This is an optimization exercise on Yosys and OpenROAD, whose aim is small area, not a production implementation. Function was checked by simulation only, so behaviour that the tests miss may differ from the original.

## ds_block_top
module ds_block_top #(
    parameter int IMG_W  = 6,
    parameter int IMG_H  = 5,
    parameter int STRIDE = 1
) (
    input  wire                                    clk,
    input  wire                                    rstn,
    input  wire                                    in_valid,
    input  wire  [ds_pkg::NCH*ds_pkg::ACT_W-1:0]   in_pix,
    output logic                                   out_valid,
    output logic [ds_pkg::NOUT*ds_pkg::ACT_W-1:0]  out_pix
);
Size in the first run: ~1,900 cells after synthesis, roughly 490 flip-flops.
Settings: LEC_CHECK=0, CAP_MARGIN=20, CORE_MARGIN=2, CORE_UTILIZATION=55, CTS_BUF_LIST=sky130_fd_sc_hd__clkbuf_16, CTS_CLUSTER_DIAMETER=140, CTS_CLUSTER_SIZE=28, SLEW_MARGIN=20, SYNTH_HIERARCHICAL=1, SYNTH_MINIMUM_KEEP_SIZE=0; clock period 8.0 ns.
standard.sh (not shown) runs the stock make flow with config.mk's settings and CLKGATE_MAP_FILE= SYNTH_SCRIPT=/design/flow/synth_recipe.tcl, a recipe that flattens the netlist after the stock synthesis.
==> flow/flow/run.sh <==
#!/bin/bash
# The standard layout with two changes: the port buffers are the smallest
# buffer (sky130_fd_sc_hd__buf_1) rather than the one buffer_ports picks by
# default, and clock tree synthesis adds no dummy loads. The clustering
# settings repeat config.mk's.
set -euo pipefail
export BUFFER_PORTS_ARGS="-buffer_cell sky130_fd_sc_hd__buf_1"
export CTS_ARGS="-sink_clustering_enable -repair_clock_nets -sink_clustering_size 28 -sink_clustering_max_diameter 140 -buf_list sky130_fd_sc_hd__clkbuf_16 -dont_use_dummy_load"
bash standard.sh > standard.log 2>&1
Change:
==> flow/flow/run.sh (replaced) <==
#!/bin/bash
# The standard layout, except that the port buffers are the smallest buffer
# (sky130_fd_sc_hd__buf_1) rather than the one buffer_ports picks by default.
set -euo pipefail
export BUFFER_PORTS_ARGS="-buffer_cell sky130_fd_sc_hd__buf_1"
bash standard.sh > standard.log 2>&1
Settings changed: CORE_UTILIZATION 55 to 40.
Worst hold slack improves by 0.030 ns.
Final cell count came out higher by 10%.
Area after synthesis is unchanged.
Final area climbs by 1.4%.
Worst setup slack is worse by 0.054 ns.
Non-clock buffer count is unchanged.
Global-route usage fell by 5.8 points.
Routed wire length came out higher by 1.1%.
Change:
==> flow/flow/run.sh (replaced) <==
#!/bin/bash
# The standard layout with two changes: the port buffers are the smallest
# buffer (sky130_fd_sc_hd__buf_1) rather than the one buffer_ports picks by
# default, and clock tree synthesis adds no dummy loads. The clustering
# settings repeat config.mk's. The constant outputs share one tie cell.
set -euo pipefail
export BUFFER_PORTS_ARGS="-buffer_cell sky130_fd_sc_hd__buf_1"
export SKIP_REPAIR_TIE_FANOUT=1
export CTS_ARGS="-sink_clustering_enable -repair_clock_nets -sink_clustering_size 28 -sink_clustering_max_diameter 140 -buf_list sky130_fd_sc_hd__clkbuf_16 -dont_use_dummy_load"
bash standard.sh > standard.log 2>&1
The changed run finished clean. Area after synthesis is unchanged. Non-clock buffer count is unchanged. Design area went down by 0.52%. Global-route usage barely changes. Routed wire length is about the same. Count of clock-buffer cells in the layout stays the same. Worst setup slack hardly moves. Synthesized cell count does not change. Fmax is about the same.

---

## try-onyx
ds_block_top again, from the RTL that the note above started with.
clock: 8.0 ns
lec_check: 0
cap_margin: 20
core_margin: 2
core_utilization: 70
cts_buf_list: sky130_fd_sc_hd__clkbuf_16
cts_cluster_diameter: 140
cts_cluster_size: 28
slew_margin: 20
synth_hierarchical: 1
synth_minimum_keep_size: 0
==> flow/flow/run.sh <==
#!/bin/bash
# The standard layout with two changes: the port buffers are the smallest
# buffer (sky130_fd_sc_hd__buf_1) rather than the one buffer_ports picks by
# default, and clock tree synthesis adds no dummy loads. The clustering
# settings repeat config.mk's.
set -euo pipefail
export BUFFER_PORTS_ARGS="-buffer_cell sky130_fd_sc_hd__buf_1"
export CTS_ARGS="-sink_clustering_enable -repair_clock_nets -sink_clustering_size 28 -sink_clustering_max_diameter 140 -buf_list sky130_fd_sc_hd__clkbuf_16 -dont_use_dummy_load"
bash standard.sh > standard.log 2>&1
The inputs of try-raven differ from those of try-onyx as listed below.
Settings: a change of CTS_CLUSTER_SIZE from 28 to 24; a change of CTS_CLUSTER_DIAMETER from 140 to 120; a change of CORE_UTILIZATION from 70 to 40.
diff --git a/flow/flow/run.sh b/flow/flow/run.sh
--- a/flow/flow/run.sh
+++ b/flow/flow/run.sh
@@ -5 +5 @@
-# settings repeat config.mk's.
+# settings repeat config.mk's. The constant outputs share one tie cell.
@@ -8 +8,2 @@
-export CTS_ARGS="-sink_clustering_enable -repair_clock_nets -sink_clustering_size 28 -sink_clustering_max_diameter 140 -buf_list sky130_fd_sc_hd__clkbuf_16 -dont_use_dummy_load"
+export SKIP_REPAIR_TIE_FANOUT=1
+export CTS_ARGS="-sink_clustering_enable -repair_clock_nets -sink_clustering_size 24 -sink_clustering_max_diameter 120 -buf_list sky130_fd_sc_hd__clkbuf_16 -dont_use_dummy_load"
==> run notes <==
- NOTE wire length on met2 try-onyx->try-raven increased by a few percent
- Total number of multi-input combinational cells: try-raven < try-onyx
- try-raven packs its core looser than try-onyx.
- try-raven against try-onyx: via count saw a decrease, post-route minimum period picked up an extra 12 ps.
### try-raven -> try-juniper
==> flow/flow/run.sh <==
#!/bin/bash
# The standard layout, except that the port buffers are the smallest buffer
# (sky130_fd_sc_hd__buf_1) rather than the one buffer_ports picks by default.
set -euo pipefail
export BUFFER_PORTS_ARGS="-buffer_cell sky130_fd_sc_hd__buf_1"
bash standard.sh > standard.log 2>&1
### Flow results
Diff try-juniper and try-raven: count of filler cells inserted in the layout lower in try-raven
| per-cell routed wire length | lower: try-juniper |
try-raven reports its cell with the largest stage delay on the worst path as and2_1 while try-juniper reports o41ai_1.
The lower routing usage on met1 of try-juniper and try-raven is in try-raven.
STATUS wire length: try-juniper wins against try-raven
try-juniper reports a higher post-layout instance count excluding filler cells than try-raven does.
On via count of the first global-routing pass, try-juniper tracks try-raven almost exactly.
Final hold slack ends up higher on try-juniper.
try-raven -> try-juniper: number of nets in the layout increased slightly
First-pass GRT wire length of try-raven is on par with try-juniper.

[port drivers added, routing unchanged]
The flow's constraints put no driver on any port. The routed layouts listed below were extracted and timed again, unchanged, in two steps.
Step 1: set_driving_cell puts a clkbuf_16 on clk and a buf_2 on each other input, an assumption about the parent block.
Step 2 also shifts input and output timing later by t, the mid clock arrival at the registers, as if the neighbouring blocks saw the same clock.
Slacks: no drivers / after step 1 / after step 2; pairs: no drivers / after step 1.
run	t (ns)	setup WS [ns]	hold WS [ns]	worst setup path after step 2	worst register clock-pin slew, ns
the first run of note 1	0.617	0.646 / 0.587 / 0.788	0.388 / 0.388 / 0.388	register to register	0.12 / 0.12
the second run of note 1	0.619	0.592 / 0.527 / 0.734	0.418 / 0.418 / 0.418	register to register	0.11 / 0.11
the third run of note 1	0.625	0.591 / 0.529 / 0.712	0.398 / 0.398 / 0.398	register to register	0.12 / 0.12
try-onyx	0.602	0.626 / 0.569 / 0.961	0.396 / 0.396 / 0.396	register to register	0.11 / 0.11
try-raven	0.632	0.614 / 0.557 / 0.614	0.345 / 0.345 / 0.345	register to register	0.10 / 0.10
try-juniper	0.625	0.575 / 0.514 / 0.778	0.415 / 0.415 / 0.415	register to register	0.10 / 0.10
After both steps every run listed still meets setup and hold.
